Background: an optimization exercise with open tools, aiming at small area, a short achievable clock period and few clock cycles per item. Do not read the settings as production practice. Where RTL was checked, it was by simulation tests only, not by an equivalence proof against the original. No functional check of the RTL was part of run 2.

## flow/run.sh

```bash
#!/bin/bash
# synth_recipe.tcl (not shown) runs the flow's synth.tcl, then flattens the netlist and writes it again
# the make line also repeats each setting of config.mk as NAME=value (left out here)
make -C /OpenROAD-flow-scripts/flow DESIGN_CONFIG=/design/flow/config.mk WORK_HOME=/design/flow/orfs CLKGATE_MAP_FILE= SYNTH_SCRIPT=/design/flow/synth_recipe.tcl finish
```

## flow/config.mk

```make
export PLATFORM = sky130hd
export DESIGN_NAME = ntt_core
export DESIGN_NICKNAME = ntt_core
export VERILOG_FILES = /design/flow/design.v
export SDC_FILE = /design/flow/constraint.sdc
export NUM_CORES = 4
export LEC_CHECK = 0
export CAP_MARGIN = 20
export CORE_MARGIN = 2
export CORE_UTILIZATION = 40
export CTS_BUF_LIST = sky130_fd_sc_hd__clkbuf_8
export SETUP_SLACK_MARGIN = 3.0
export SLEW_MARGIN = 20
```

## flow/constraint.sdc

```tcl
create_clock -name core_clock -period 7.0 [get_ports {clk}]
set_input_delay 1.4000 -clock core_clock [delete_from_list [all_inputs] [get_ports {clk}]]
set_output_delay 1.4000 -clock core_clock [all_outputs]
set_load 0.01 [all_outputs]
```

## flow/design.v

```verilog
package ntt_pkg;
    localparam int DATA_W = 14;
    localparam logic [DATA_W-1:0] Q = 14'd12289;
    localparam logic [DATA_W-1:0] R2_MOD_Q = 14'd6829;
endpackage
`timescale 1ns/1ps
module coef_regfile (
    input  logic        clk,
    input  logic [3:0]  wr_lane,    
    input  logic [13:0] wr_data,
    output logic [13:0] head0,
    output logic [13:0] head1,
    output logic [13:0] head2,
    output logic [13:0] head3
);
    logic [13:0] l0 [0:3];
    logic [13:0] l1 [0:3];
    logic [13:0] l2 [0:3];
    logic [13:0] l3 [0:3];
    always_ff @(posedge clk) begin
        l0[0] <= wr_lane[0] ? wr_data : l0[1]; l0[1] <= l0[2]; l0[2] <= l0[3]; l0[3] <= l0[0];
        l1[0] <= wr_lane[1] ? wr_data : l1[1]; l1[1] <= l1[2]; l1[2] <= l1[3]; l1[3] <= l1[0];
        l2[0] <= wr_lane[2] ? wr_data : l2[1]; l2[1] <= l2[2]; l2[2] <= l2[3]; l2[3] <= l2[0];
        l3[0] <= wr_lane[3] ? wr_data : l3[1]; l3[1] <= l3[2]; l3[2] <= l3[3]; l3[3] <= l3[0];
    end
    assign head0 = l0[0];
    assign head1 = l1[0];
    assign head2 = l2[0];
    assign head3 = l3[0];
endmodule
`timescale 1ns/1ps
module twiddle_ram (
    input  logic        clk,
    input  logic        wr_en,
    input  logic [2:0]  wr_idx,
    input  logic [13:0] wr_data,
    input  logic [2:0]  rd_sel,     
    output logic [13:0] rd_data
);
    logic [13:0] w1, w2, w3, w4, w6;
    always_ff @(posedge clk) begin
        if (wr_en && wr_idx == 3'd1) w1 <= wr_data;
        if (wr_en && wr_idx == 3'd2) w2 <= wr_data;
        if (wr_en && wr_idx == 3'd3) w3 <= wr_data;
        if (wr_en && wr_idx == 3'd4) w4 <= wr_data;
        if (wr_en && wr_idx == 3'd6) w6 <= wr_data;
    end
    always_comb begin
        case (rd_sel)
            3'd0:    rd_data = w1;
            3'd1:    rd_data = w2;
            3'd2:    rd_data = w3;
            3'd3:    rd_data = w4;
            3'd4:    rd_data = w6;
            default: rd_data = ntt_pkg::R2_MOD_Q;
        endcase
    end
endmodule
`timescale 1ns/1ps
module mod_mult (
    input  logic        clk,
    input  logic [13:0] a,
    input  logic [13:0] b,
    output logic [13:0] p
);
    logic [13:0] a_r;
    logic [13:0] b_r;
    logic [27:0] s_r;      
    logic [27:0] c_r;
    logic [13:0] hi_r;     
    logic [13:0] m_r;      
    logic [27:0] s_n;
    logic [27:0] c_n;
    logic [27:0] prod;
    logic [13:0] m;
    logic [14:0] x;
    logic [1:0]  c;
    logic [14:0] t;
    logic [14:0] tq;
    logic [14:0] tx, ty, ux, uy;
    mul_csa csa_i (.a(a_r), .b(b_r), .s(s_n), .c(c_n));
    always_comb begin
        prod = s_r + c_r;
        m    = {2'(prod[1:0] * 2'd3), 12'd0} - prod[13:0];
        x    = {1'b0, m_r} + {1'b0, 2'(m_r[1:0] * 2'd3), 12'd0};
        c    = 2'(x != 15'd0) + 2'(x > 15'd16384);
        tx   = {1'b0, hi_r} ^ {3'b0, m_r[13:2]} ^ {2'b0, m_r[13:1]};
        ty   = {(({1'b0, hi_r} & {3'b0, m_r[13:2]}) | ({1'b0, hi_r} & {2'b0, m_r[13:1]}) |
                 ({3'b0, m_r[13:2]} & {2'b0, m_r[13:1]})), 1'b0};
        ux   = tx ^ ty ^ 15'd20479;
        uy   = {((tx & ty) | (tx & 15'd20479) | (ty & 15'd20479)), 1'b0};
        t    = tx + ty + 15'(m_r[1] & m_r[0]) + 15'(c);
        tq   = ux + uy + 15'(m_r[1] & m_r[0]) + 15'(c);
    end
    always_ff @(posedge clk) begin
        a_r  <= a;
        b_r  <= b;
        s_r  <= s_n;
        c_r  <= c_n;
        hi_r <= prod[27:14];
        m_r  <= m;
        p    <= tq[14] ? t[13:0] : tq[13:0];
    end
endmodule
module mul_csa (
    input  logic [13:0] a,
    input  logic [13:0] b,
    output logic [27:0] s,
    output logic [27:0] c
);
    logic [13:0] pp [0:13];
    always_comb for (int i = 0; i < 14; i++) pp[i] = a & {14{b[i]}};
    logic s1;
    logic c2;
    logic s3;
    logic c4;
    logic s5;
    logic c6;
    logic s7;
    logic c8;
    logic s9;
    logic c10;
    logic s11;
    logic c12;
    logic s13;
    logic c14;
    logic s15;
    logic c16;
    logic s17;
    logic c18;
    logic s19;
    logic c20;
    logic s21;
    logic c22;
    logic s23;
    logic c24;
    logic s25;
    logic c26;
    logic s27;
    logic c28;
    logic s29;
    logic c30;
    logic s31;
    logic c32;
    logic s33;
    logic c34;
    logic s35;
    logic c36;
    logic s37;
    logic c38;
    logic s39;
    logic c40;
    logic s41;
    logic c42;
    logic s43;
    logic c44;
    logic s45;
    logic c46;
    logic s47;
    logic c48;
    logic s49;
    logic c50;
    logic s51;
    logic c52;
    logic s53;
    logic c54;
    logic s55;
    logic c56;
    logic s57;
    logic c58;
    logic s59;
    logic c60;
    logic s61;
    logic c62;
    logic s63;
    logic c64;
    logic s65;
    logic c66;
    logic s67;
    logic c68;
    logic s69;
    logic c70;
    logic s71;
    logic c72;
    logic s73;
    logic c74;
    logic s75;
    logic c76;
    logic s77;
    logic c78;
    logic s79;
    logic c80;
    logic s81;
    logic c82;
    logic s83;
    logic c84;
    logic s85;
    logic c86;
    logic s87;
    logic c88;
    logic s89;
    logic c90;
    logic s91;
    logic c92;
    logic s93;
    logic c94;
    logic s95;
    logic c96;
    logic s97;
    logic c98;
    logic s99;
    logic c100;
    logic s101;
    logic c102;
    logic s103;
    logic c104;
    logic s105;
    logic c106;
    logic s107;
    logic c108;
    logic s109;
    logic c110;
    logic s111;
    logic c112;
    logic s113;
    logic c114;
    logic s115;
    logic c116;
    logic s117;
    logic c118;
    logic s119;
    logic c120;
    logic s121;
    logic c122;
    logic s123;
    logic c124;
    logic s125;
    logic c126;
    logic s127;
    logic c128;
    logic s129;
    logic c130;
    logic s131;
    logic c132;
    logic s133;
    logic c134;
    logic s135;
    logic c136;
    logic s137;
    logic c138;
    logic s139;
    logic c140;
    logic s141;
    logic c142;
    logic s143;
    logic c144;
    logic s145;
    logic c146;
    logic s147;
    logic c148;
    logic s149;
    logic c150;
    logic s151;
    logic c152;
    logic s153;
    logic c154;
    logic s155;
    logic c156;
    logic s157;
    logic c158;
    logic s159;
    logic c160;
    logic s161;
    logic c162;
    logic s163;
    logic c164;
    logic s165;
    logic c166;
    logic s167;
    logic c168;
    logic s169;
    logic c170;
    logic s171;
    logic c172;
    logic s173;
    logic c174;
    logic s175;
    logic c176;
    logic s177;
    logic c178;
    logic s179;
    logic c180;
    logic s181;
    logic c182;
    logic s183;
    logic c184;
    logic s185;
    logic c186;
    logic s187;
    logic c188;
    logic s189;
    logic c190;
    logic s191;
    logic c192;
    logic s193;
    logic c194;
    logic s195;
    logic c196;
    logic s197;
    logic c198;
    logic s199;
    logic c200;
    logic s201;
    logic c202;
    logic s203;
    logic c204;
    logic s205;
    logic c206;
    logic s207;
    logic c208;
    logic s209;
    logic c210;
    logic s211;
    logic c212;
    logic s213;
    logic c214;
    logic s215;
    logic c216;
    logic s217;
    logic c218;
    logic s219;
    logic c220;
    logic s221;
    logic c222;
    logic s223;
    logic c224;
    logic s225;
    logic c226;
    logic s227;
    logic c228;
    logic s229;
    logic c230;
    logic s231;
    logic c232;
    logic s233;
    logic c234;
    logic s235;
    logic c236;
    logic s237;
    logic c238;
    logic s239;
    logic c240;
    logic s241;
    logic c242;
    logic s243;
    logic c244;
    logic s245;
    logic c246;
    logic s247;
    logic c248;
    logic s249;
    logic c250;
    logic s251;
    logic c252;
    logic s253;
    logic c254;
    logic s255;
    logic c256;
    logic s257;
    logic c258;
    logic s259;
    logic c260;
    logic s261;
    logic c262;
    logic s263;
    logic c264;
    logic s265;
    logic c266;
    logic s267;
    logic c268;
    logic s269;
    logic c270;
    logic s271;
    logic c272;
    logic s273;
    logic c274;
    logic s275;
    logic c276;
    logic s277;
    logic c278;
    logic s279;
    logic c280;
    logic s281;
    logic c282;
    logic s283;
    logic c284;
    logic s285;
    logic c286;
    logic s287;
    logic c288;
    logic s289;
    logic c290;
    logic s291;
    logic c292;
    logic s293;
    logic c294;
    logic s295;
    logic c296;
    logic s297;
    logic c298;
    logic s299;
    logic c300;
    logic s301;
    logic c302;
    logic s303;
    logic c304;
    logic s305;
    logic c306;
    logic s307;
    logic c308;
    logic s309;
    logic c310;
    logic s311;
    logic c312;
    assign s1 = pp[0][13] ^ pp[1][12];
    assign c2 = pp[0][13] & pp[1][12];
    assign s3 = pp[1][13] ^ pp[2][12];
    assign c4 = pp[1][13] & pp[2][12];
    assign s5 = pp[0][9] ^ pp[1][8];
    assign c6 = pp[0][9] & pp[1][8];
    assign s7 = pp[0][10] ^ pp[1][9] ^ pp[2][8];
    assign c8 = (pp[0][10] & pp[1][9]) | (pp[0][10] & pp[2][8]) | (pp[1][9] & pp[2][8]);
    assign s9 = pp[3][7] ^ pp[4][6];
    assign c10 = pp[3][7] & pp[4][6];
    assign s11 = pp[0][11] ^ pp[1][10] ^ pp[2][9];
    assign c12 = (pp[0][11] & pp[1][10]) | (pp[0][11] & pp[2][9]) | (pp[1][10] & pp[2][9]);
    assign s13 = pp[3][8] ^ pp[4][7] ^ pp[5][6];
    assign c14 = (pp[3][8] & pp[4][7]) | (pp[3][8] & pp[5][6]) | (pp[4][7] & pp[5][6]);
    assign s15 = pp[6][5] ^ pp[7][4];
    assign c16 = pp[6][5] & pp[7][4];
    assign s17 = pp[0][12] ^ pp[1][11] ^ pp[2][10];
    assign c18 = (pp[0][12] & pp[1][11]) | (pp[0][12] & pp[2][10]) | (pp[1][11] & pp[2][10]);
    assign s19 = pp[3][9] ^ pp[4][8] ^ pp[5][7];
    assign c20 = (pp[3][9] & pp[4][8]) | (pp[3][9] & pp[5][7]) | (pp[4][8] & pp[5][7]);
    assign s21 = pp[6][6] ^ pp[7][5] ^ pp[8][4];
    assign c22 = (pp[6][6] & pp[7][5]) | (pp[6][6] & pp[8][4]) | (pp[7][5] & pp[8][4]);
    assign s23 = pp[9][3] ^ pp[10][2];
    assign c24 = pp[9][3] & pp[10][2];
    assign s25 = s1 ^ pp[2][11] ^ pp[3][10];
    assign c26 = (s1 & pp[2][11]) | (s1 & pp[3][10]) | (pp[2][11] & pp[3][10]);
    assign s27 = pp[4][9] ^ pp[5][8] ^ pp[6][7];
    assign c28 = (pp[4][9] & pp[5][8]) | (pp[4][9] & pp[6][7]) | (pp[5][8] & pp[6][7]);
    assign s29 = pp[7][6] ^ pp[8][5] ^ pp[9][4];
    assign c30 = (pp[7][6] & pp[8][5]) | (pp[7][6] & pp[9][4]) | (pp[8][5] & pp[9][4]);
    assign s31 = pp[10][3] ^ pp[11][2] ^ pp[12][1];
    assign c32 = (pp[10][3] & pp[11][2]) | (pp[10][3] & pp[12][1]) | (pp[11][2] & pp[12][1]);
    assign s33 = c2 ^ s3 ^ pp[3][11];
    assign c34 = (c2 & s3) | (c2 & pp[3][11]) | (s3 & pp[3][11]);
    assign s35 = pp[4][10] ^ pp[5][9] ^ pp[6][8];
    assign c36 = (pp[4][10] & pp[5][9]) | (pp[4][10] & pp[6][8]) | (pp[5][9] & pp[6][8]);
    assign s37 = pp[7][7] ^ pp[8][6] ^ pp[9][5];
    assign c38 = (pp[7][7] & pp[8][6]) | (pp[7][7] & pp[9][5]) | (pp[8][6] & pp[9][5]);
    assign s39 = pp[10][4] ^ pp[11][3] ^ pp[12][2];
    assign c40 = (pp[10][4] & pp[11][3]) | (pp[10][4] & pp[12][2]) | (pp[11][3] & pp[12][2]);
    assign s41 = c4 ^ pp[2][13] ^ pp[3][12];
    assign c42 = (c4 & pp[2][13]) | (c4 & pp[3][12]) | (pp[2][13] & pp[3][12]);
    assign s43 = pp[4][11] ^ pp[5][10] ^ pp[6][9];
    assign c44 = (pp[4][11] & pp[5][10]) | (pp[4][11] & pp[6][9]) | (pp[5][10] & pp[6][9]);
    assign s45 = pp[7][8] ^ pp[8][7] ^ pp[9][6];
    assign c46 = (pp[7][8] & pp[8][7]) | (pp[7][8] & pp[9][6]) | (pp[8][7] & pp[9][6]);
    assign s47 = pp[10][5] ^ pp[11][4] ^ pp[12][3];
    assign c48 = (pp[10][5] & pp[11][4]) | (pp[10][5] & pp[12][3]) | (pp[11][4] & pp[12][3]);
    assign s49 = pp[3][13] ^ pp[4][12] ^ pp[5][11];
    assign c50 = (pp[3][13] & pp[4][12]) | (pp[3][13] & pp[5][11]) | (pp[4][12] & pp[5][11]);
    assign s51 = pp[6][10] ^ pp[7][9] ^ pp[8][8];
    assign c52 = (pp[6][10] & pp[7][9]) | (pp[6][10] & pp[8][8]) | (pp[7][9] & pp[8][8]);
    assign s53 = pp[9][7] ^ pp[10][6] ^ pp[11][5];
    assign c54 = (pp[9][7] & pp[10][6]) | (pp[9][7] & pp[11][5]) | (pp[10][6] & pp[11][5]);
    assign s55 = pp[4][13] ^ pp[5][12] ^ pp[6][11];
    assign c56 = (pp[4][13] & pp[5][12]) | (pp[4][13] & pp[6][11]) | (pp[5][12] & pp[6][11]);
    assign s57 = pp[7][10] ^ pp[8][9] ^ pp[9][8];
    assign c58 = (pp[7][10] & pp[8][9]) | (pp[7][10] & pp[9][8]) | (pp[8][9] & pp[9][8]);
    assign s59 = pp[5][13] ^ pp[6][12] ^ pp[7][11];
    assign c60 = (pp[5][13] & pp[6][12]) | (pp[5][13] & pp[7][11]) | (pp[6][12] & pp[7][11]);
    assign s61 = pp[0][6] ^ pp[1][5];
    assign c62 = pp[0][6] & pp[1][5];
    assign s63 = pp[0][7] ^ pp[1][6] ^ pp[2][5];
    assign c64 = (pp[0][7] & pp[1][6]) | (pp[0][7] & pp[2][5]) | (pp[1][6] & pp[2][5]);
    assign s65 = pp[3][4] ^ pp[4][3];
    assign c66 = pp[3][4] & pp[4][3];
    assign s67 = pp[0][8] ^ pp[1][7] ^ pp[2][6];
    assign c68 = (pp[0][8] & pp[1][7]) | (pp[0][8] & pp[2][6]) | (pp[1][7] & pp[2][6]);
    assign s69 = pp[3][5] ^ pp[4][4] ^ pp[5][3];
    assign c70 = (pp[3][5] & pp[4][4]) | (pp[3][5] & pp[5][3]) | (pp[4][4] & pp[5][3]);
    assign s71 = pp[6][2] ^ pp[7][1];
    assign c72 = pp[6][2] & pp[7][1];
    assign s73 = s5 ^ pp[2][7] ^ pp[3][6];
    assign c74 = (s5 & pp[2][7]) | (s5 & pp[3][6]) | (pp[2][7] & pp[3][6]);
    assign s75 = pp[4][5] ^ pp[5][4] ^ pp[6][3];
    assign c76 = (pp[4][5] & pp[5][4]) | (pp[4][5] & pp[6][3]) | (pp[5][4] & pp[6][3]);
    assign s77 = pp[7][2] ^ pp[8][1] ^ pp[9][0];
    assign c78 = (pp[7][2] & pp[8][1]) | (pp[7][2] & pp[9][0]) | (pp[8][1] & pp[9][0]);
    assign s79 = c6 ^ s7 ^ s9;
    assign c80 = (c6 & s7) | (c6 & s9) | (s7 & s9);
    assign s81 = pp[5][5] ^ pp[6][4] ^ pp[7][3];
    assign c82 = (pp[5][5] & pp[6][4]) | (pp[5][5] & pp[7][3]) | (pp[6][4] & pp[7][3]);
    assign s83 = pp[8][2] ^ pp[9][1] ^ pp[10][0];
    assign c84 = (pp[8][2] & pp[9][1]) | (pp[8][2] & pp[10][0]) | (pp[9][1] & pp[10][0]);
    assign s85 = c8 ^ c10 ^ s11;
    assign c86 = (c8 & c10) | (c8 & s11) | (c10 & s11);
    assign s87 = s13 ^ s15 ^ pp[8][3];
    assign c88 = (s13 & s15) | (s13 & pp[8][3]) | (s15 & pp[8][3]);
    assign s89 = pp[9][2] ^ pp[10][1] ^ pp[11][0];
    assign c90 = (pp[9][2] & pp[10][1]) | (pp[9][2] & pp[11][0]) | (pp[10][1] & pp[11][0]);
    assign s91 = c12 ^ c14 ^ c16;
    assign c92 = (c12 & c14) | (c12 & c16) | (c14 & c16);
    assign s93 = s17 ^ s19 ^ s21;
    assign c94 = (s17 & s19) | (s17 & s21) | (s19 & s21);
    assign s95 = s23 ^ pp[11][1] ^ pp[12][0];
    assign c96 = (s23 & pp[11][1]) | (s23 & pp[12][0]) | (pp[11][1] & pp[12][0]);
    assign s97 = c18 ^ c20 ^ c22;
    assign c98 = (c18 & c20) | (c18 & c22) | (c20 & c22);
    assign s99 = c24 ^ s25 ^ s27;
    assign c100 = (c24 & s25) | (c24 & s27) | (s25 & s27);
    assign s101 = s29 ^ s31 ^ pp[13][0];
    assign c102 = (s29 & s31) | (s29 & pp[13][0]) | (s31 & pp[13][0]);
    assign s103 = c26 ^ c28 ^ c30;
    assign c104 = (c26 & c28) | (c26 & c30) | (c28 & c30);
    assign s105 = c32 ^ s33 ^ s35;
    assign c106 = (c32 & s33) | (c32 & s35) | (s33 & s35);
    assign s107 = s37 ^ s39 ^ pp[13][1];
    assign c108 = (s37 & s39) | (s37 & pp[13][1]) | (s39 & pp[13][1]);
    assign s109 = c34 ^ c36 ^ c38;
    assign c110 = (c34 & c36) | (c34 & c38) | (c36 & c38);
    assign s111 = c40 ^ s41 ^ s43;
    assign c112 = (c40 & s41) | (c40 & s43) | (s41 & s43);
    assign s113 = s45 ^ s47 ^ pp[13][2];
    assign c114 = (s45 & s47) | (s45 & pp[13][2]) | (s47 & pp[13][2]);
    assign s115 = c42 ^ c44 ^ c46;
    assign c116 = (c42 & c44) | (c42 & c46) | (c44 & c46);
    assign s117 = c48 ^ s49 ^ s51;
    assign c118 = (c48 & s49) | (c48 & s51) | (s49 & s51);
    assign s119 = s53 ^ pp[12][4] ^ pp[13][3];
    assign c120 = (s53 & pp[12][4]) | (s53 & pp[13][3]) | (pp[12][4] & pp[13][3]);
    assign s121 = c50 ^ c52 ^ c54;
    assign c122 = (c50 & c52) | (c50 & c54) | (c52 & c54);
    assign s123 = s55 ^ s57 ^ pp[10][7];
    assign c124 = (s55 & s57) | (s55 & pp[10][7]) | (s57 & pp[10][7]);
    assign s125 = pp[11][6] ^ pp[12][5] ^ pp[13][4];
    assign c126 = (pp[11][6] & pp[12][5]) | (pp[11][6] & pp[13][4]) | (pp[12][5] & pp[13][4]);
    assign s127 = c56 ^ c58 ^ s59;
    assign c128 = (c56 & c58) | (c56 & s59) | (c58 & s59);
    assign s129 = pp[8][10] ^ pp[9][9] ^ pp[10][8];
    assign c130 = (pp[8][10] & pp[9][9]) | (pp[8][10] & pp[10][8]) | (pp[9][9] & pp[10][8]);
    assign s131 = pp[11][7] ^ pp[12][6] ^ pp[13][5];
    assign c132 = (pp[11][7] & pp[12][6]) | (pp[11][7] & pp[13][5]) | (pp[12][6] & pp[13][5]);
    assign s133 = c60 ^ pp[6][13] ^ pp[7][12];
    assign c134 = (c60 & pp[6][13]) | (c60 & pp[7][12]) | (pp[6][13] & pp[7][12]);
    assign s135 = pp[8][11] ^ pp[9][10] ^ pp[10][9];
    assign c136 = (pp[8][11] & pp[9][10]) | (pp[8][11] & pp[10][9]) | (pp[9][10] & pp[10][9]);
    assign s137 = pp[11][8] ^ pp[12][7] ^ pp[13][6];
    assign c138 = (pp[11][8] & pp[12][7]) | (pp[11][8] & pp[13][6]) | (pp[12][7] & pp[13][6]);
    assign s139 = pp[7][13] ^ pp[8][12] ^ pp[9][11];
    assign c140 = (pp[7][13] & pp[8][12]) | (pp[7][13] & pp[9][11]) | (pp[8][12] & pp[9][11]);
    assign s141 = pp[10][10] ^ pp[11][9] ^ pp[12][8];
    assign c142 = (pp[10][10] & pp[11][9]) | (pp[10][10] & pp[12][8]) | (pp[11][9] & pp[12][8]);
    assign s143 = pp[8][13] ^ pp[9][12] ^ pp[10][11];
    assign c144 = (pp[8][13] & pp[9][12]) | (pp[8][13] & pp[10][11]) | (pp[9][12] & pp[10][11]);
    assign s145 = pp[0][4] ^ pp[1][3];
    assign c146 = pp[0][4] & pp[1][3];
    assign s147 = pp[0][5] ^ pp[1][4] ^ pp[2][3];
    assign c148 = (pp[0][5] & pp[1][4]) | (pp[0][5] & pp[2][3]) | (pp[1][4] & pp[2][3]);
    assign s149 = pp[3][2] ^ pp[4][1];
    assign c150 = pp[3][2] & pp[4][1];
    assign s151 = s61 ^ pp[2][4] ^ pp[3][3];
    assign c152 = (s61 & pp[2][4]) | (s61 & pp[3][3]) | (pp[2][4] & pp[3][3]);
    assign s153 = pp[4][2] ^ pp[5][1] ^ pp[6][0];
    assign c154 = (pp[4][2] & pp[5][1]) | (pp[4][2] & pp[6][0]) | (pp[5][1] & pp[6][0]);
    assign s155 = c62 ^ s63 ^ s65;
    assign c156 = (c62 & s63) | (c62 & s65) | (s63 & s65);
    assign s157 = pp[5][2] ^ pp[6][1] ^ pp[7][0];
    assign c158 = (pp[5][2] & pp[6][1]) | (pp[5][2] & pp[7][0]) | (pp[6][1] & pp[7][0]);
    assign s159 = c64 ^ c66 ^ s67;
    assign c160 = (c64 & c66) | (c64 & s67) | (c66 & s67);
    assign s161 = s69 ^ s71 ^ pp[8][0];
    assign c162 = (s69 & s71) | (s69 & pp[8][0]) | (s71 & pp[8][0]);
    assign s163 = c68 ^ c70 ^ c72;
    assign c164 = (c68 & c70) | (c68 & c72) | (c70 & c72);
    assign s165 = s73 ^ s75 ^ s77;
    assign c166 = (s73 & s75) | (s73 & s77) | (s75 & s77);
    assign s167 = c74 ^ c76 ^ c78;
    assign c168 = (c74 & c76) | (c74 & c78) | (c76 & c78);
    assign s169 = s79 ^ s81 ^ s83;
    assign c170 = (s79 & s81) | (s79 & s83) | (s81 & s83);
    assign s171 = c80 ^ c82 ^ c84;
    assign c172 = (c80 & c82) | (c80 & c84) | (c82 & c84);
    assign s173 = s85 ^ s87 ^ s89;
    assign c174 = (s85 & s87) | (s85 & s89) | (s87 & s89);
    assign s175 = c86 ^ c88 ^ c90;
    assign c176 = (c86 & c88) | (c86 & c90) | (c88 & c90);
    assign s177 = s91 ^ s93 ^ s95;
    assign c178 = (s91 & s93) | (s91 & s95) | (s93 & s95);
    assign s179 = c92 ^ c94 ^ c96;
    assign c180 = (c92 & c94) | (c92 & c96) | (c94 & c96);
    assign s181 = s97 ^ s99 ^ s101;
    assign c182 = (s97 & s99) | (s97 & s101) | (s99 & s101);
    assign s183 = c98 ^ c100 ^ c102;
    assign c184 = (c98 & c100) | (c98 & c102) | (c100 & c102);
    assign s185 = s103 ^ s105 ^ s107;
    assign c186 = (s103 & s105) | (s103 & s107) | (s105 & s107);
    assign s187 = c104 ^ c106 ^ c108;
    assign c188 = (c104 & c106) | (c104 & c108) | (c106 & c108);
    assign s189 = s109 ^ s111 ^ s113;
    assign c190 = (s109 & s111) | (s109 & s113) | (s111 & s113);
    assign s191 = c110 ^ c112 ^ c114;
    assign c192 = (c110 & c112) | (c110 & c114) | (c112 & c114);
    assign s193 = s115 ^ s117 ^ s119;
    assign c194 = (s115 & s117) | (s115 & s119) | (s117 & s119);
    assign s195 = c116 ^ c118 ^ c120;
    assign c196 = (c116 & c118) | (c116 & c120) | (c118 & c120);
    assign s197 = s121 ^ s123 ^ s125;
    assign c198 = (s121 & s123) | (s121 & s125) | (s123 & s125);
    assign s199 = c122 ^ c124 ^ c126;
    assign c200 = (c122 & c124) | (c122 & c126) | (c124 & c126);
    assign s201 = s127 ^ s129 ^ s131;
    assign c202 = (s127 & s129) | (s127 & s131) | (s129 & s131);
    assign s203 = c128 ^ c130 ^ c132;
    assign c204 = (c128 & c130) | (c128 & c132) | (c130 & c132);
    assign s205 = s133 ^ s135 ^ s137;
    assign c206 = (s133 & s135) | (s133 & s137) | (s135 & s137);
    assign s207 = c134 ^ c136 ^ c138;
    assign c208 = (c134 & c136) | (c134 & c138) | (c136 & c138);
    assign s209 = s139 ^ s141 ^ pp[13][7];
    assign c210 = (s139 & s141) | (s139 & pp[13][7]) | (s141 & pp[13][7]);
    assign s211 = c140 ^ c142 ^ s143;
    assign c212 = (c140 & c142) | (c140 & s143) | (c142 & s143);
    assign s213 = pp[11][10] ^ pp[12][9] ^ pp[13][8];
    assign c214 = (pp[11][10] & pp[12][9]) | (pp[11][10] & pp[13][8]) | (pp[12][9] & pp[13][8]);
    assign s215 = c144 ^ pp[9][13] ^ pp[10][12];
    assign c216 = (c144 & pp[9][13]) | (c144 & pp[10][12]) | (pp[9][13] & pp[10][12]);
    assign s217 = pp[11][11] ^ pp[12][10] ^ pp[13][9];
    assign c218 = (pp[11][11] & pp[12][10]) | (pp[11][11] & pp[13][9]) | (pp[12][10] & pp[13][9]);
    assign s219 = pp[10][13] ^ pp[11][12] ^ pp[12][11];
    assign c220 = (pp[10][13] & pp[11][12]) | (pp[10][13] & pp[12][11]) | (pp[11][12] & pp[12][11]);
    assign s221 = pp[0][3] ^ pp[1][2];
    assign c222 = pp[0][3] & pp[1][2];
    assign s223 = s145 ^ pp[2][2] ^ pp[3][1];
    assign c224 = (s145 & pp[2][2]) | (s145 & pp[3][1]) | (pp[2][2] & pp[3][1]);
    assign s225 = c146 ^ s147 ^ s149;
    assign c226 = (c146 & s147) | (c146 & s149) | (s147 & s149);
    assign s227 = c148 ^ c150 ^ s151;
    assign c228 = (c148 & c150) | (c148 & s151) | (c150 & s151);
    assign s229 = c152 ^ c154 ^ s155;
    assign c230 = (c152 & c154) | (c152 & s155) | (c154 & s155);
    assign s231 = c156 ^ c158 ^ s159;
    assign c232 = (c156 & c158) | (c156 & s159) | (c158 & s159);
    assign s233 = c160 ^ c162 ^ s163;
    assign c234 = (c160 & c162) | (c160 & s163) | (c162 & s163);
    assign s235 = c164 ^ c166 ^ s167;
    assign c236 = (c164 & c166) | (c164 & s167) | (c166 & s167);
    assign s237 = c168 ^ c170 ^ s171;
    assign c238 = (c168 & c170) | (c168 & s171) | (c170 & s171);
    assign s239 = c172 ^ c174 ^ s175;
    assign c240 = (c172 & c174) | (c172 & s175) | (c174 & s175);
    assign s241 = c176 ^ c178 ^ s179;
    assign c242 = (c176 & c178) | (c176 & s179) | (c178 & s179);
    assign s243 = c180 ^ c182 ^ s183;
    assign c244 = (c180 & c182) | (c180 & s183) | (c182 & s183);
    assign s245 = c184 ^ c186 ^ s187;
    assign c246 = (c184 & c186) | (c184 & s187) | (c186 & s187);
    assign s247 = c188 ^ c190 ^ s191;
    assign c248 = (c188 & c190) | (c188 & s191) | (c190 & s191);
    assign s249 = c192 ^ c194 ^ s195;
    assign c250 = (c192 & c194) | (c192 & s195) | (c194 & s195);
    assign s251 = c196 ^ c198 ^ s199;
    assign c252 = (c196 & c198) | (c196 & s199) | (c198 & s199);
    assign s253 = c200 ^ c202 ^ s203;
    assign c254 = (c200 & c202) | (c200 & s203) | (c202 & s203);
    assign s255 = c204 ^ c206 ^ s207;
    assign c256 = (c204 & c206) | (c204 & s207) | (c206 & s207);
    assign s257 = c208 ^ c210 ^ s211;
    assign c258 = (c208 & c210) | (c208 & s211) | (c210 & s211);
    assign s259 = c212 ^ c214 ^ s215;
    assign c260 = (c212 & c214) | (c212 & s215) | (c214 & s215);
    assign s261 = c216 ^ c218 ^ s219;
    assign c262 = (c216 & c218) | (c216 & s219) | (c218 & s219);
    assign s263 = c220 ^ pp[11][13] ^ pp[12][12];
    assign c264 = (c220 & pp[11][13]) | (c220 & pp[12][12]) | (pp[11][13] & pp[12][12]);
    assign s265 = pp[0][2] ^ pp[1][1];
    assign c266 = pp[0][2] & pp[1][1];
    assign s267 = s221 ^ pp[2][1] ^ pp[3][0];
    assign c268 = (s221 & pp[2][1]) | (s221 & pp[3][0]) | (pp[2][1] & pp[3][0]);
    assign s269 = c222 ^ s223 ^ pp[4][0];
    assign c270 = (c222 & s223) | (c222 & pp[4][0]) | (s223 & pp[4][0]);
    assign s271 = c224 ^ s225 ^ pp[5][0];
    assign c272 = (c224 & s225) | (c224 & pp[5][0]) | (s225 & pp[5][0]);
    assign s273 = c226 ^ s227 ^ s153;
    assign c274 = (c226 & s227) | (c226 & s153) | (s227 & s153);
    assign s275 = c228 ^ s229 ^ s157;
    assign c276 = (c228 & s229) | (c228 & s157) | (s229 & s157);
    assign s277 = c230 ^ s231 ^ s161;
    assign c278 = (c230 & s231) | (c230 & s161) | (s231 & s161);
    assign s279 = c232 ^ s233 ^ s165;
    assign c280 = (c232 & s233) | (c232 & s165) | (s233 & s165);
    assign s281 = c234 ^ s235 ^ s169;
    assign c282 = (c234 & s235) | (c234 & s169) | (s235 & s169);
    assign s283 = c236 ^ s237 ^ s173;
    assign c284 = (c236 & s237) | (c236 & s173) | (s237 & s173);
    assign s285 = c238 ^ s239 ^ s177;
    assign c286 = (c238 & s239) | (c238 & s177) | (s239 & s177);
    assign s287 = c240 ^ s241 ^ s181;
    assign c288 = (c240 & s241) | (c240 & s181) | (s241 & s181);
    assign s289 = c242 ^ s243 ^ s185;
    assign c290 = (c242 & s243) | (c242 & s185) | (s243 & s185);
    assign s291 = c244 ^ s245 ^ s189;
    assign c292 = (c244 & s245) | (c244 & s189) | (s245 & s189);
    assign s293 = c246 ^ s247 ^ s193;
    assign c294 = (c246 & s247) | (c246 & s193) | (s247 & s193);
    assign s295 = c248 ^ s249 ^ s197;
    assign c296 = (c248 & s249) | (c248 & s197) | (s249 & s197);
    assign s297 = c250 ^ s251 ^ s201;
    assign c298 = (c250 & s251) | (c250 & s201) | (s251 & s201);
    assign s299 = c252 ^ s253 ^ s205;
    assign c300 = (c252 & s253) | (c252 & s205) | (s253 & s205);
    assign s301 = c254 ^ s255 ^ s209;
    assign c302 = (c254 & s255) | (c254 & s209) | (s255 & s209);
    assign s303 = c256 ^ s257 ^ s213;
    assign c304 = (c256 & s257) | (c256 & s213) | (s257 & s213);
    assign s305 = c258 ^ s259 ^ s217;
    assign c306 = (c258 & s259) | (c258 & s217) | (s259 & s217);
    assign s307 = c260 ^ s261 ^ pp[13][10];
    assign c308 = (c260 & s261) | (c260 & pp[13][10]) | (s261 & pp[13][10]);
    assign s309 = c262 ^ s263 ^ pp[13][11];
    assign c310 = (c262 & s263) | (c262 & pp[13][11]) | (s263 & pp[13][11]);
    assign s311 = c264 ^ pp[12][13] ^ pp[13][12];
    assign c312 = (c264 & pp[12][13]) | (c264 & pp[13][12]) | (pp[12][13] & pp[13][12]);
    assign s[0] = pp[0][0];
    assign c[0] = 1'b0;
    assign s[1] = pp[0][1];
    assign c[1] = pp[1][0];
    assign s[2] = s265;
    assign c[2] = pp[2][0];
    assign s[3] = c266;
    assign c[3] = s267;
    assign s[4] = c268;
    assign c[4] = s269;
    assign s[5] = c270;
    assign c[5] = s271;
    assign s[6] = c272;
    assign c[6] = s273;
    assign s[7] = c274;
    assign c[7] = s275;
    assign s[8] = c276;
    assign c[8] = s277;
    assign s[9] = c278;
    assign c[9] = s279;
    assign s[10] = c280;
    assign c[10] = s281;
    assign s[11] = c282;
    assign c[11] = s283;
    assign s[12] = c284;
    assign c[12] = s285;
    assign s[13] = c286;
    assign c[13] = s287;
    assign s[14] = c288;
    assign c[14] = s289;
    assign s[15] = c290;
    assign c[15] = s291;
    assign s[16] = c292;
    assign c[16] = s293;
    assign s[17] = c294;
    assign c[17] = s295;
    assign s[18] = c296;
    assign c[18] = s297;
    assign s[19] = c298;
    assign c[19] = s299;
    assign s[20] = c300;
    assign c[20] = s301;
    assign s[21] = c302;
    assign c[21] = s303;
    assign s[22] = c304;
    assign c[22] = s305;
    assign s[23] = c306;
    assign c[23] = s307;
    assign s[24] = c308;
    assign c[24] = s309;
    assign s[25] = c310;
    assign c[25] = s311;
    assign s[26] = c312;
    assign c[26] = pp[13][13];
    assign s[27] = 1'b0;
    assign c[27] = 1'b0;
endmodule
`timescale 1ns/1ps
module mod_addsub (
    input  logic [13:0] a,
    input  logic [13:0] b,
    input  logic        sub,
    output logic [13:0] y
);
    logic [14:0] bb;
    logic [14:0] s;
    logic [14:0] t;
    logic [14:0] k;
    logic [14:0] cx;
    logic [14:0] cy;
    always_comb begin
        bb = {1'b0, b} ^ {15{sub}};
        k  = sub ? 15'd12290 : 15'd20479;
        cx = {1'b0, a} ^ bb ^ k;
        cy = ({1'b0, a} & bb) | ({1'b0, a} & k) | (bb & k);
        s  = {1'b0, a} + bb + 15'(sub);
        t  = cx + {cy[13:0], 1'b0};
        if (sub) y = s[14] ? t[13:0] : s[13:0];
        else     y = t[14] ? s[13:0] : t[13:0];
    end
endmodule
module mod_add (
    input  logic [13:0] a,
    input  logic [13:0] b,
    output logic [13:0] y
);
    logic [14:0] s;
    logic [14:0] t;
    logic [14:0] cx;
    logic [14:0] cy;
    always_comb begin
        cx = {1'b0, a} ^ {1'b0, b} ^ 15'd20479;
        cy = ({1'b0, a} & {1'b0, b}) | ({1'b0, a} & 15'd20479) | ({1'b0, b} & 15'd20479);
        s = {1'b0, a} + {1'b0, b};
        t = cx + {cy[13:0], 1'b0};
        y = t[14] ? s[13:0] : t[13:0];
    end
endmodule
module mod_sub (
    input  logic [13:0] a,
    input  logic [13:0] b,
    output logic [13:0] y
);
    logic [14:0] s;
    logic [14:0] t;
    logic [14:0] cx;
    logic [14:0] cy;
    always_comb begin
        cx = {1'b0, a} ^ {1'b1, ~b} ^ 15'd12290;
        cy = ({1'b0, a} & {1'b1, ~b}) | ({1'b0, a} & 15'd12290) | ({1'b1, ~b} & 15'd12290);
        s = {1'b0, a} + {1'b1, ~b} + 15'd1;
        t = cx + {cy[13:0], 1'b0};
        y = s[14] ? t[13:0] : s[13:0];
    end
endmodule
`timescale 1ns/1ps
`timescale 1ns/1ps
module ntt_core (
    input  logic        clk,
    input  logic        reset,
    input  logic        load_w,
    input  logic        load_data,
    input  logic        start,
    input  logic [13:0] din,
    output logic        done,
    output logic [13:0] dout
);
    typedef enum logic [2:0] {
        S_IDLE,
        S_LTW,
        S_LDATA,
        S_WAIT,
        S_RUN
    } state_t;
    state_t      state;
    logic [3:0]  seq;
    logic [3:0]  twk;      
    logic [1:0]  hcol;     
    logic [4:0]  k;        
    logic [4:0]  kn;       
    logic        spec;     
    logic        ready;
    logic        go;
    logic        go_spec;
    logic        cmd_start;
    logic        commit;
    logic        abort;
    assign cmd_start = start && !load_w && !load_data;
    assign ready     = (hcol == 2'd1) && (twk >= 4'd13);
    assign go_spec   = (state == S_LDATA) && (seq == 4'd14) && ready;
    assign commit    = spec && (state == S_IDLE) && cmd_start;
    assign abort     = spec && (state == S_IDLE) && !cmd_start;
    assign go        = ready && !spec && (((state == S_IDLE) && cmd_start) || (state == S_WAIT));
    assign kn        = (go || go_spec) ? 5'd1 :
                       (abort ? 5'd0 : (((k != 5'd0) && (k != 5'd25)) ? k + 5'd1 : 5'd0));
    always_ff @(posedge clk or posedge reset) begin
        if (reset) begin
            state <= S_IDLE;
            seq   <= '0;
            twk   <= 4'd15;
            hcol  <= '0;
            k     <= '0;
            spec  <= 1'b0;
        end else begin
            hcol  <= hcol + 2'd1;
            k     <= kn;
            if (twk != 4'd15) twk <= twk + 4'd1;
            if (go_spec) spec <= 1'b1;
            if (state == S_IDLE) spec <= 1'b0;
            case (state)
                S_IDLE: begin
                    seq <= '0;
                    if (commit) begin
                        state <= S_RUN;
                    end else if (load_w) begin
                        state <= S_LTW;
                        twk   <= '0;
                    end else if (load_data) begin
                        state <= S_LDATA;
                        hcol  <= 2'd3;
                    end else if (start) begin
                        state <= go ? S_RUN : S_WAIT;
                    end
                end
                S_LTW: begin
                    seq <= seq + 4'd1;
                    if (seq == 4'd7) state <= S_IDLE;
                end
                S_LDATA: begin
                    seq <= seq + 4'd1;
                    if (seq == 4'd15) state <= S_IDLE;
                end
                S_WAIT: begin
                    if (go) state <= S_RUN;
                end
                S_RUN: begin
                    if (k == 5'd25) state <= S_IDLE;
                end
                default: state <= S_IDLE;
            endcase
        end
    end
    logic       s1_sub;    
    logic       s2_sub;
    logic       s2_swap;   
    logic       s2_bu2;    
    logic       d_wr;
    logic       z_mult;
    logic       rb_hi;     
    logic       en_r1;
    logic       en_r0;
    logic       f_hi;      
    logic       f_r3h;
    logic       f_sub;
    logic       out_en;
    always_ff @(posedge clk) begin
        s1_sub  <= (kn >= 5'd8) && (kn <= 5'd15);
        s2_sub  <= ((kn >= 5'd5) && (kn <= 5'd8)) || (kn >= 5'd13);
        s2_swap <= (kn == 5'd15);
        s2_bu2  <= (kn <= 5'd8);
        d_wr    <= (kn >= 5'd4) && (kn <= 5'd7);
        rb_hi   <= kn[1];
        en_r1   <= (kn[1:0] == 2'd3);
        en_r0   <= (kn[1:0] == 2'd1);
        f_hi    <= kn[1] ^ 1'b1;       
        f_r3h   <= (kn[1:0] == 2'd1);
        f_sub   <= kn[0];
        out_en  <= (kn >= 5'd10) && (kn <= 5'd25);
        case (kn)
            5'd9, 5'd10, 5'd11, 5'd13, 5'd14, 5'd15, 5'd17, 5'd18, 5'd19: z_mult <= 1'b1;
            default: z_mult <= 1'b0;
        endcase
    end
    logic [4:0] kq;
    logic [1:0] ma_sel;
    logic [2:0] tw_sel;
    logic       conv;      
    assign kq   = ((k != 5'd0) && (k != 5'd25)) ? k + 5'd1 : 5'd0;
    assign conv = (twk <= 4'd7);
    always_comb begin
        if (kq <= 5'd4)           ma_sel = 2'd1;   
        else if (kq[1:0] == 2'd1) ma_sel = 2'd2;   
        else                      ma_sel = 2'd3;   
        case (kq)
            5'd6:    tw_sel = 3'd1;   
            5'd8:    tw_sel = 3'd4;   
            5'd10:   tw_sel = 3'd0;   
            5'd11:   tw_sel = 3'd1;   
            5'd12:   tw_sel = 3'd2;   
            5'd14:   tw_sel = 3'd2;   
            5'd15:   tw_sel = 3'd4;   
            5'd16:   tw_sel = 3'd0;   
            default: tw_sel = 3'd3;   
        endcase
        if (conv) tw_sel = 3'd7;
    end
    logic [13:0] h0, h1, h2, h3;
    logic [3:0]  wr_lane;
    assign wr_lane = (state == S_LDATA) ? (4'b0001 << seq[3:2]) : 4'b0000;
    coef_regfile rf_i (
        .clk    (clk),
        .wr_lane(wr_lane),
        .wr_data(din),
        .head0  (h0),
        .head1  (h1),
        .head2  (h2),
        .head3  (h3)
    );
    logic [13:0] u1, u2;
    logic [13:0] u1_n, u2_n, u3_n;
    mod_addsub s1a_i (.a(h0), .b(h2), .sub(s1_sub), .y(u1_n));
    mod_add    s1b_i (.a(h1), .b(h3), .y(u2_n));
    mod_sub    s1c_i (.a(h1), .b(h3), .y(u3_n));
    always_ff @(posedge clk) begin
        u1 <= u1_n;
        u2 <= u2_n;
    end
    logic [13:0] dr [0:3];
    logic [13:0] mp;
    always_ff @(posedge clk) begin
        dr[0] <= d_wr ? mp : dr[1];
        dr[1] <= dr[2];
        dr[2] <= dr[3];
        dr[3] <= dr[0];
    end
    logic [13:0] y, y_n;
    logic [13:0] s2_a, s2_b;
    assign s2_a = s2_swap ? dr[0] : u1;
    assign s2_b = s2_bu2 ? u2 : (s2_swap ? u1 : dr[0]);
    mod_addsub s2_i (.a(s2_a), .b(s2_b), .sub(s2_sub), .y(y_n));
    always_ff @(posedge clk) begin
        y <= y_n;
    end
    logic [13:0] ma;
    logic [13:0] mb;
    logic [13:0] t_row;
    always_comb begin
        if (conv)                 ma = din;
        else if (ma_sel == 2'd1)  ma = u3_n;
        else if (ma_sel == 2'd2)  ma = t_row;
        else                      ma = y_n;
    end
    twiddle_ram tw_i (
        .clk    (clk),
        .wr_en  ((twk >= 4'd4) && (twk <= 4'd11)),
        .wr_idx (3'(twk - 4'd4)),
        .wr_data(mp),
        .rd_sel (tw_sel),
        .rd_data(mb)
    );
    mod_mult mult_i (
        .clk(clk),
        .a  (ma),
        .b  (mb),
        .p  (mp)
    );
    logic [13:0] yd1, yd2, yd3;
    always_ff @(posedge clk) begin
        yd1 <= y;
        yd2 <= yd1;
        yd3 <= yd2;
    end
    logic [13:0] z;
    logic [13:0] zd1, zd2, zd3;
    assign z = z_mult ? mp : yd3;
    always_ff @(posedge clk) begin
        zd1 <= z;
        zd2 <= zd1;
        zd3 <= zd2;
    end
    logic [13:0] rb_a, rb_b, rb_s, rb_d;
    logic [13:0] r0, r1, r2, r3h;
    assign rb_a = rb_hi ? zd2 : zd1;
    assign rb_b = rb_hi ? z : zd3;
    mod_add rba_i (.a(rb_a), .b(rb_b), .y(rb_s));
    mod_sub rbs_i (.a(rb_a), .b(rb_b), .y(rb_d));
    always_ff @(posedge clk) begin
        if (en_r1) begin
            r1    <= rb_s;
        end
        t_row <= rb_d;
        if (en_r0) begin
            r0 <= rb_s;
            r2 <= rb_d;
        end
        r3h <= mp;
    end
    logic [13:0] fa, fb, fy;
    assign fa = f_hi ? r2 : r0;
    assign fb = f_hi ? (f_r3h ? r3h : mp) : r1;
    mod_addsub fin_i (.a(fa), .b(fb), .sub(f_sub), .y(fy));
    always_ff @(posedge clk or posedge reset) begin
        if (reset) begin
            done <= 1'b0;
            dout <= '0;
        end else begin
            done <= (k == 5'd9);
            dout <= out_en ? fy : 14'd0;
        end
    end
endmodule
```

==> flow_summary_export.csv, run 1 <==
group,metric,value,unit
placed_design,detailedPlacementHpwl,73300,µm
yosys,syn-instance-count,4033,
job,maxCapViolations,0,
sta,worst_slack,2.53,ns
floorplan,die_h,324,µm
routing,num_vias,28400,
critical_path,crit_path_end_kind,"flop",
layout,drive_gt1_share,12.7,%
critical_path,slowest_delay,0.47,ns
routing,routedWlPerCell,17.8,µm
layout,fin_area,46400,µm²
critical_path,startpoint_type,"flop",
floorplan,ios,34,
sta,setup_viol,0,
sta,worst_pin_slew,0.867,ns
sta,whs,0.290,ns
floorplan,start_util,40.2,%
grt,grt_usage,18.9,%
yosys,ys_seq_area_share,38.2,%
routing,wl,99900,µm
routing,drc_errors,0,
clocking,cts_tree,"built",
routing,drt_iter0_drc,1953,
sta,timing.final.crit_share,63.8,%
yosys,synth_common_cells,"dfxtp_1 (569), inv_1 (472), ha_1 (336)",
sta,setup_tns,0,ns
sta,fmax,224,MHz
routing,vias_per_cell,5.07,
routing,ant_nets,0,
yosys,synth_async_sr_flop_share,4.76,%
clocking,cts_sinks,715,
sta,max_slew_margin,41.8,%
yosys,yosysMostFrequentCell,"dfxtp_1",
grt,grt_overflow,0,
floorplan,core,102000,µm²
yosys,yosys-top-cells-area,"dfxtp_1 (28%), ha_1 (10%), fa_1 (9.7%), edfxtp_1 (8.2%), inv_1 (4.3%)",
layout,syn_to_final_growth,13.5,%
clocking,cts-root-buf,"clkbuf_8",
placed_design,io_buffers,33,
yosys,synth_ff_type,"dfxtp_1",
yosys,ys_types,96,
yosys,synth_seq_cells,715,
clocking,cts_buffers,113,
placed_design,gp_congestion,0.872,
sta,skew,0.0580,ns
min_path,hold_path.class,"flop to flop",
clocking,cts_buffer_depth,3,
critical_path,cp.required,7.62,ns
placed_design,place_area,42700,µm²
grt,grt_pass1_wl,156000,µm
sta,finalCriticalPeriod,4.47,ns
sta,maxSlewViolCount,0,
critical_path,critPathKind,"flop to flop",
sta,rsz0062_at_grt,"yes",
yosys,synthesis.nets,4586,
routing,drt_pass1_iterations,6,
floorplan,fp-row-count,117,
layout,fillers,9639,
clocking,cts_htree_levels,3,
placed_design,preCtsSetupSlack,1.98,ns
critical_path,crit_chain,"inv_2 > ha_4 > inv_2 > fa_1 > nor4b_4 > nand2_1 > nor4_4 > nand2_1 > ha_4 > inv_4 > fa_2 > inv_2 > ha_4 > a211oi_2 > nor2_1 > nor2_1 > o21a_1 > o211a_1 > or3_4 > o211ai_4 > buf_12 > mux2_4",
yosys,postSynthAreaPerCell,10.1,µm²
grt,antenna_found_initial,6,
floorplan,dieArea,105000,µm²
sta,hold_viol,0,
yosys,yosys_warnings,14,
critical_path,worstPathArrival,5.09,ns
yosys,yosysTopAreaCellShare,27.9,%
layout,final_nets,4703,
critical_path,crit_fanout,6,
critical_path,cp_slowest_cell,"fa_1",
grt,grt_pass1_vias,27800,
floorplan,fp.dieW,324,µm
grt,grt_max_degree,43,
yosys,synthesis.area,40900,µm²
yosys,synth_top_area_cell,"dfxtp_1",
clocking,ctsHoldBuffers,0,
status,outcome,"complete, no violations",
yosys,synth_edf_count,112,
clocking,clock_latency,0.76,ns
clocking,clk_pin_slew_worst_paths,0.06,ns
==> metrics by stage <==
stage	instances	util [%]
after detailed placement	5334	42.0
after global routing	5610	45.7
final	5611	45.7
after global placement	5334	42.0
after floorplan	4033	-
after CTS	5577	45.1
==> repair_timing <==
action	CTS	global route
gates resized for setup	69	88
setup endpoints to repair	139	124
buffers inserted	36	30
pin swaps	22	24
gates cloned	1	2
==> final cells by class <==
cell class / count / area, µm² / share of cell area, %
flip-flops and latches: 715 / 15700 / 33.8
multi-input cells: 2718 / 23400 / 50.5
diodes: 2 / 5.00 / 0.0108
repair buffers: 130 / 1340 / 2.90
inverters: 472 / 1780 / 3.84
clock inverters: 71 / 587 / 1.26
clock buffers: 135 / 1860 / 4.00
well taps: 1368 / 1710 / 3.69
==> registers in the layout, indices dropped and copies added (netlist names), 26 cells and up <==
signal,flops
dr,56
mult_i.c_r,26
mult_i.s_r,27
rf_i.l0,56
rf_i.l1,56
rf_i.l2,56
rf_i.l3,56
==> layout by cell type (no fill, tap or decap), drive strengths merged, types with 31 or more instances in the layout <==
master           n
o21ai          144
edfxtp         112
nor3            77
a21o            49
clkbuf         137
dfxtp          569
fa             198
clkdlybuf4s50   33
nand2b          41
nand3           64
inv            519
o211ai          39
nand2          215
a211oi          36
nor2           199
nor2b           42
buf             95
xor2            94
ha             336
a21oi          162
and2           157
mux2i          133
o21a            31
mux2           112
xnor2          189
==> worst paths after layout <==
| check | startpoint | to | slack (ns) | cells past startpoint |
|---|---|---|---|---|
| max | mult_i.m_r[0] | mult_i.p[1] | 2.53 | 22 |
| min | yd2[5] | yd3[5] | 0.29 | 0 |
| max reg2reg | mult_i.m_r[0] | mult_i.p[1] | 2.53 | 22 |
| min reg2reg | yd2[5] | yd3[5] | 0.29 | 0 |
| max in group asynchronous | reset | twk[0] | 5.57 | 3 |
| min in group asynchronous | reset | dout[0] | 1.08 | 3 |
==> per-layer routing <==
metal,part of all wire (%),vias to the layer above,routed length (µm),global-route usage [%]
li1,-,14000,-,-
met3,4.4,171,4400,2.55
met2,45,598,44700,29.7
met1,48,13700,47600,26.6
met5,0,-,0,0
met4,3.2,0,3170,6.85
==> kinds of logic after synthesis <==
logic type	Yosys count	synth area share, %
adder cells (fa/ha/maj)	536	20.0
AND/OR/NAND/NOR	944	11.9
buffers and inverters	600	5.64
flip-flops	715	38.2
AO/OA/AOI/OAI	710	11.9
XOR/XNOR	283	6.06
multiplexers	245	6.35
==> worst max-delay path, delay by kind of cell (launching register included) <==
| family | cells | cell delay, ns |
|---|---|---|
| buffers and inverters | 5 | 0.36 |
| DFF | 1 | 0.34 |
| and+or+nand+nor | 7 | 1.16 |
| AOI/OAI and AO/OA | 4 | 0.75 |
| adders and majority gates | 5 | 1.47 |
| muxes | 1 | 0.29 |
Testbench counts, summed over its fixed seeds: cycles 7,952, transforms 192.
==> inputs of run 2 (changes only) <==
--- a/flow/design.v
+++ b/flow/design.v
@@ -8,4 +8,7 @@
     input  logic        clk,
-    input  logic [3:0]  wr_lane,    
-    input  logic [13:0] wr_data,
+    input  logic [3:0]  wr,         
+    input  logic [13:0] wd0,
+    input  logic [13:0] wd1,
+    input  logic [13:0] wd2,
+    input  logic [13:0] wd3,
     output logic [13:0] head0,
@@ -13,3 +16,6 @@
     output logic [13:0] head2,
-    output logic [13:0] head3
+    output logic [13:0] head3,
+    output logic [13:0] nxt0,
+    output logic [13:0] nxt1,
+    output logic [13:0] nxt3
 );
@@ -20,6 +26,6 @@
     always_ff @(posedge clk) begin
-        l0[0] <= wr_lane[0] ? wr_data : l0[1]; l0[1] <= l0[2]; l0[2] <= l0[3]; l0[3] <= l0[0];
-        l1[0] <= wr_lane[1] ? wr_data : l1[1]; l1[1] <= l1[2]; l1[2] <= l1[3]; l1[3] <= l1[0];
-        l2[0] <= wr_lane[2] ? wr_data : l2[1]; l2[1] <= l2[2]; l2[2] <= l2[3]; l2[3] <= l2[0];
-        l3[0] <= wr_lane[3] ? wr_data : l3[1]; l3[1] <= l3[2]; l3[2] <= l3[3]; l3[3] <= l3[0];
+        l0[0] <= wr[0] ? wd0 : l0[1]; l0[1] <= l0[2]; l0[2] <= l0[3]; l0[3] <= l0[0];
+        l1[0] <= wr[1] ? wd1 : l1[1]; l1[1] <= l1[2]; l1[2] <= l1[3]; l1[3] <= l1[0];
+        l2[0] <= wr[2] ? wd2 : l2[1]; l2[1] <= l2[2]; l2[2] <= l2[3]; l2[3] <= l2[0];
+        l3[0] <= wr[3] ? wd3 : l3[1]; l3[1] <= l3[2]; l3[2] <= l3[3]; l3[3] <= l3[0];
     end
@@ -29,2 +35,5 @@
     assign head3 = l3[0];
+    assign nxt0  = l0[1];
+    assign nxt1  = l1[1];
+    assign nxt3  = l3[1];
 endmodule
@@ -66,3 +75,2 @@
     logic [13:0] a_r;
-    logic [13:0] b_r;
     logic [27:0] s_r;      
@@ -80,3 +88,3 @@
     logic [14:0] tx, ty, ux, uy;
-    mul_csa csa_i (.a(a_r), .b(b_r), .s(s_n), .c(c_n));
+    mul_csa csa_i (.a(a_r), .b(b), .s(s_n), .c(c_n));
     always_comb begin
@@ -96,3 +104,2 @@
         a_r  <= a;
-        b_r  <= b;
         s_r  <= s_n;
@@ -883,2 +890,5 @@
     logic        abort;
+    logic [13:0] din_r;
+    logic        ldv_r;    
+    logic [3:0]  ldi_r;
     assign cmd_start = start && !load_w && !load_data;
@@ -899,4 +909,8 @@
             spec  <= 1'b0;
+            ldv_r <= 1'b0;
+            ldi_r <= '0;
         end else begin
             hcol  <= hcol + 2'd1;
+            ldv_r <= (state == S_LDATA);
+            ldi_r <= seq;
             k     <= kn;
@@ -938,3 +952,2 @@
     end
-    logic       s1_sub;    
     logic       s2_sub;
@@ -944,5 +957,6 @@
     logic       z_mult;
-    logic       rb_hi;     
+    logic [1:0] ru_ph;     
     logic       en_r1;
     logic       en_r0;
+    logic       en_r2;
     logic       f_hi;      
@@ -952,3 +966,2 @@
     always_ff @(posedge clk) begin
-        s1_sub  <= (kn >= 5'd8) && (kn <= 5'd15);
         s2_sub  <= ((kn >= 5'd5) && (kn <= 5'd8)) || (kn >= 5'd13);
@@ -957,5 +970,6 @@
         d_wr    <= (kn >= 5'd4) && (kn <= 5'd7);
-        rb_hi   <= kn[1];
+        ru_ph   <= kn[1:0];
         en_r1   <= (kn[1:0] == 2'd3);
         en_r0   <= (kn[1:0] == 2'd1);
+        en_r2   <= (kn[1:0] == 2'd2);
         f_hi    <= kn[1] ^ 1'b1;       
@@ -972,2 +986,3 @@
     logic [2:0] tw_sel;
+    logic [2:0] tw_sel_r;
     logic       conv;      
@@ -992,23 +1007,41 @@
     end
-    logic [13:0] h0, h1, h2, h3;
-    logic [3:0]  wr_lane;
-    assign wr_lane = (state == S_LDATA) ? (4'b0001 << seq[3:2]) : 4'b0000;
-    coef_regfile rf_i (
-        .clk    (clk),
-        .wr_lane(wr_lane),
-        .wr_data(din),
-        .head0  (h0),
-        .head1  (h1),
-        .head2  (h2),
-        .head3  (h3)
-    );
-    logic [13:0] u1, u2;
-    logic [13:0] u1_n, u2_n, u3_n;
-    mod_addsub s1a_i (.a(h0), .b(h2), .sub(s1_sub), .y(u1_n));
-    mod_add    s1b_i (.a(h1), .b(h3), .y(u2_n));
-    mod_sub    s1c_i (.a(h1), .b(h3), .y(u3_n));
     always_ff @(posedge clk) begin
-        u1 <= u1_n;
-        u2 <= u2_n;
+        tw_sel_r <= tw_sel;
+    end
+    always_ff @(posedge clk) begin
+        din_r <= din;
+    end
+    logic [13:0] h0, h1, h2, h3, n0, n1, n3;
+    logic [13:0] lx;       
+    logic [13:0] la, lc;
+    logic [3:0]  l_wr;
+    logic        l_hi;     
+    assign l_hi = ldi_r[3];
+    assign lx   = ldi_r[2] ? n1 : n0;
+    mod_add ld_add_i (.a(lx), .b(din_r), .y(la));
+    mod_sub ld_sub_i (.a(lx), .b(din_r), .y(lc));
+    logic [13:0] e_nxt;
+    assign e_nxt = (ldv_r && (ldi_r[3:2] == 2'd3)) ? lc : n3;
+    always_comb begin
+        l_wr = 4'b0000;
+        if (ldv_r) begin
+            l_wr[{l_hi, ldi_r[2]}] = 1'b1;    
+            if (l_hi) l_wr[{1'b0, ldi_r[2]}] = 1'b1;    
+        end
     end
+    coef_regfile rf_i (
+        .clk  (clk),
+        .wr   (l_wr),
+        .wd0  (l_hi ? la : din_r),
+        .wd1  (l_hi ? la : din_r),
+        .wd2  (lc),
+        .wd3  (lc),
+        .head0(h0),
+        .head1(h1),
+        .head2(h2),
+        .head3(h3),
+        .nxt0 (n0),
+        .nxt1 (n1),
+        .nxt3 (n3)
+    );
     logic [13:0] dr [0:3];
@@ -1023,4 +1056,4 @@
     logic [13:0] s2_a, s2_b;
-    assign s2_a = s2_swap ? dr[0] : u1;
-    assign s2_b = s2_bu2 ? u2 : (s2_swap ? u1 : dr[0]);
+    assign s2_a = s2_swap ? dr[0] : (s2_bu2 ? h0 : h2);
+    assign s2_b = s2_bu2 ? h1 : (s2_swap ? h2 : dr[0]);
     mod_addsub s2_i (.a(s2_a), .b(s2_b), .sub(s2_sub), .y(y_n));
@@ -1031,7 +1064,6 @@
     logic [13:0] mb;
-    logic [13:0] t_row;
     always_comb begin
         if (conv)                 ma = din;
-        else if (ma_sel == 2'd1)  ma = u3_n;
-        else if (ma_sel == 2'd2)  ma = t_row;
+        else if (ma_sel == 2'd1)  ma = e_nxt;
+        else if (ma_sel == 2'd2)  ma = ru_y;
         else                      ma = y_n;
@@ -1043,3 +1075,3 @@
         .wr_data(mp),
-        .rd_sel (tw_sel),
+        .rd_sel (tw_sel_r),
         .rd_data(mb)
@@ -1059,3 +1091,3 @@
     logic [13:0] z;
-    logic [13:0] zd1, zd2, zd3;
+    logic [13:0] zd1, zd2, zd3, zd4;
     assign z = z_mult ? mp : yd3;
@@ -1065,18 +1097,19 @@
         zd3 <= zd2;
+        zd4 <= zd3;
     end
-    logic [13:0] rb_a, rb_b, rb_s, rb_d;
+    logic [13:0] ru_a, ru_b, ru_y;
     logic [13:0] r0, r1, r2, r3h;
-    assign rb_a = rb_hi ? zd2 : zd1;
-    assign rb_b = rb_hi ? z : zd3;
-    mod_add rba_i (.a(rb_a), .b(rb_b), .y(rb_s));
-    mod_sub rbs_i (.a(rb_a), .b(rb_b), .y(rb_d));
+    always_comb begin
+        case (ru_ph)
+            2'd3:    begin ru_a = zd2; ru_b = z;   end    
+            2'd0:    begin ru_a = zd3; ru_b = zd1; end    
+            2'd1:    begin ru_a = zd1; ru_b = zd3; end    
+            default: begin ru_a = zd2; ru_b = zd4; end    
+        endcase
+    end
+    mod_addsub ru_i (.a(ru_a), .b(ru_b), .sub(~ru_ph[0]), .y(ru_y));
     always_ff @(posedge clk) begin
-        if (en_r1) begin
-            r1    <= rb_s;
-        end
-        t_row <= rb_d;
-        if (en_r0) begin
-            r0 <= rb_s;
-            r2 <= rb_d;
-        end
+        if (en_r1) r1 <= ru_y;
+        if (en_r0) r0 <= ru_y;
+        if (en_r2) r2 <= ru_y;
         r3h <= mp;
==> flow_summary_export.csv, run 2 <==
group,metric,value,unit
status,outcome,"complete, no violations",
routing,ant_nets,0,
yosys,postSynthAreaPerCell,10.3,µm²
placed_design,io_buffers,33,
yosys,yosysTopAreaCellShare,29.6,%
yosys,syn-instance-count,3564,
yosys,synthesis.nets,4047,
sta,timing.final.crit_share,68.3,%
sta,worst_slack,2.22,ns
grt,grt_pass1_vias,26300,
min_path,hold_path.class,"flop to flop",
layout,final_nets,4387,
critical_path,cp.required,7.62,ns
grt,antenna_found_initial,3,
floorplan,fp.dieW,307,µm
yosys,synth_common_cells,"dfxtp_1 (544), inv_1 (347), nand2_1 (290)",
yosys,synthesis.area,36700,µm²
critical_path,reg2reg_slack,2.22,ns
critical_path,r2r-end,"mult_i.p[1]",
grt,grt_max_degree,38,
floorplan,dieArea,94300,µm²
clocking,cts_sinks,693,
sta,hold_viol,0,
sta,setup_viol,0,
sta,worst_pin_slew,1.06,ns
layout,utilization,50.1,%
job,maxCapViolations,0,
sta,rsz0062_at_grt,"yes",
critical_path,startpoint_type,"flop",
yosys,yosys_warnings,14,
sta,setup_tns,0,ns
placed_design,detailedPlacementHpwl,66100,µm
grt,grt_overflow,0,
yosys,synth_seq_cells,693,
clocking,clk_pin_slew_worst_paths,0.06,ns
min_path,hold_start,"rf_i.l1[2][0]",
placed_design,preCtsSetupSlack,1.30,ns
layout,fillers,8082,
critical_path,r2r.worst_path.cells,24,
layout,syn_to_final_growth,24.7,%
layout,fin_area,45800,µm²
floorplan,die_h,307,µm
critical_path,worstReg2RegStart,"mult_i.m_r[0]",
critical_path,crit_path_end_kind,"flop",
layout,final_common_cell,"dfxtp_1",
sta,finalCriticalPeriod,4.78,ns
critical_path,crit_fanout,7,
critical_path,worstPathArrival,5.40,ns
routing,wl,97700,µm
yosys,synth_ff_type,"dfxtp_1",
clocking,cts-root-buf,"clkbuf_8",
yosys,synth_top_area_cell,"dfxtp_1",
floorplan,fp-row-count,111,
placed_design,place_area,38500,µm²
floorplan,ios,34,
clocking,cts_buffer_depth,3,
layout,drive_gt1_share,24.4,%
min_path,min_to,"rf_i.l1[1][0]",
sta,skew,0.0647,ns
sta,max_slew_margin,28.2,%
min_path,hold_depth,0,
routing,routedWlPerCell,18.9,µm
clocking,clock_latency,0.75,ns
layout,layout_common_cells,"dfxtp_1 (523), inv_1 (330), nand2_1 (271), ha_1 (241), buf_4 (190)",
clocking,cts_tree,"built",
yosys,synth_edf_count,112,
floorplan,core,91400,µm²
yosys,synth_async_sr_flop_share,5.34,%
clocking,cts_htree_levels,3,
critical_path,critPathKind,"flop to flop",
yosys,yosys-top-cells-area,"dfxtp_1 (30%), fa_1 (10%), ha_1 (9.5%), edfxtp_1 (9.2%), mux2i_1 (4.3%)",
routing,drc_errors,0,
routing,drt_pass1_iterations,5,
grt,grt_pass1_wl,149000,µm
routing,vias_per_cell,5.07,
sta,whs,0.284,ns
sta,maxSlewViolCount,0,
grt,grt_usage,20.2,%
routing,num_vias,26300,
yosys,ys_types,85,
sta,fmax,209,MHz
routing,drt_iter0_drc,1551,
yosys,yosysMostFrequentCell,"dfxtp_1",
placed_design,gp_congestion,0.833,
clocking,cts_buffers,109,
floorplan,start_util,40.2,%
yosys,ys_seq_area_share,41.3,%
clocking,ctsHoldBuffers,0,
[run 2: final cells by class]
type	count	area [µm²]	area share, %
Timing Repair Buffer	344	3430	7.49
Clock inverter	69	632	1.38
Antenna cell	1	2.50	0.00546
Clock buffer	135	1860	4.06
Tap cell	1186	1480	3.24
Timing Repair inverter	1	7.51	0.0164
Multi-Input combinational cell	2408	21800	47.7
Inverter	347	1310	2.87
Sequential cell	693	15200	33.3
[run 2: stage by stage]
| step | std cells |
|---|---|
| after floorplan | 3564 |
| after global placement | 4701 |
| after detailed placement | 4701 |
| after CTS | 5089 |
| after global routing | 5184 |
| final | 5184 |
[run 2: logic make-up (layout without fill, tap and decap cells)]
| family | count (synthesis) | after routing | synth area share (%) |
|---|---|---|---|
| AND/OR/NAND/NOR | 823 | 826 | 10.6 |
| buffers and inverters | 466 | 896 | 4.85 |
| XOR/XNOR | 234 | 234 | 5.58 |
| AO/OA/AOI/OAI | 643 | 643 | 11.2 |
| multiplexers | 241 | 241 | 6.89 |
| other | 0 | 1 | 0 |
| adder cells (fa/ha/maj) | 464 | 464 | 19.6 |
| flip-flops | 693 | 693 | 41.3 |
[run 2: worst max-delay path: stages (launching register included)]
cell      delay (ns)
dfxtp_2         0.34
inv_2           0.04
ha_4            0.25
inv_2           0.03
fa_1            0.50
nor4b_4         0.19
nand2_2         0.10
nor4_4          0.17
nand2_1         0.09
ha_2            0.33
inv_2           0.05
fa_2            0.36
inv_1           0.07
ha_2            0.19
a21o_1          0.15
a21oi_2         0.07
o21bai_1        0.21
a211o_1         0.21
a31oi_4         0.10
nor2b_2         0.13
o21ai_2         0.10
a2111o_1        0.41
o311ai_4        0.10
buf_12          0.18
mux2_4          0.29
[run 2: timing repair]
action                     in CTS  in global routing
resized for setup             371                265
setup buffers                 173                 90
setup endpoints to repair     192                152
cloned                         11                  4
pin swaps                     145                113
[run 2: worst max-delay path by stage]
stage / end / startpoint / depth (start not counted) / slack, ns
6_report: mult_i.p[1] / mult_i.m_r[0] / 24 / 2.22
2_1_floorplan: mult_i.p[10] / mult_i.m_r[1] / 24 / 2.47
4_1_cts: mult_i.p[13] / mult_i.m_r[0] / 22 / 2.23
5_1_grt: mult_i.p[13] / mult_i.m_r[0] / 22 / 1.93
3_3_place_gp: mult_i.a_r[1] / z_mult / 17 / 1.33
3_5_place_dp: mult_i.a_r[1] / z_mult / 17 / 1.30
[run 2: routing by layer]
metal / GRT usage [%] / part of all wire [%] / vias to the layer above
met5: 0 / 0 / -
met4: 6.64 / 3.0 / 0
met3: 2.58 / 4.4 / 173
met2: 34.2 / 48 / 656
met1: 26.7 / 45 / 12700
li1: - / - / 12700

==> afterwards: timing with drivers on the ports <==
How much do the figures lean on ideal ports? The routed layouts below were timed once more, with nothing changed but the port constraints. Step 1: set_driving_cell puts a clkbuf_16 on clk and a buf_2 on each other input, an assumption about the parent block. Step 2 adds t to the input delays and takes it off the output delays; t is the mean of the earliest and latest rising clock arrival at the registers after step 1. Input paths then give back, and output paths get back, about the clock's delay inside the block. Slacks: ideal / step 1 / step 2; pairs: ideal / step 1.
| run | t, ns | slack for setup (ns) | clock arrival spread, ns | worst data-port slew with drivers (ns) |
|---|---|---|---|---|
| run 1 | 0.785 | 2.532 / 2.532 / 2.532 | 0.059 / 0.060 | 0.05 |
| run 2 | 0.778 | 2.217 / 2.217 / 2.217 | 0.072 / 0.072 | 0.08 |
After both steps every run listed still meets setup and hold.
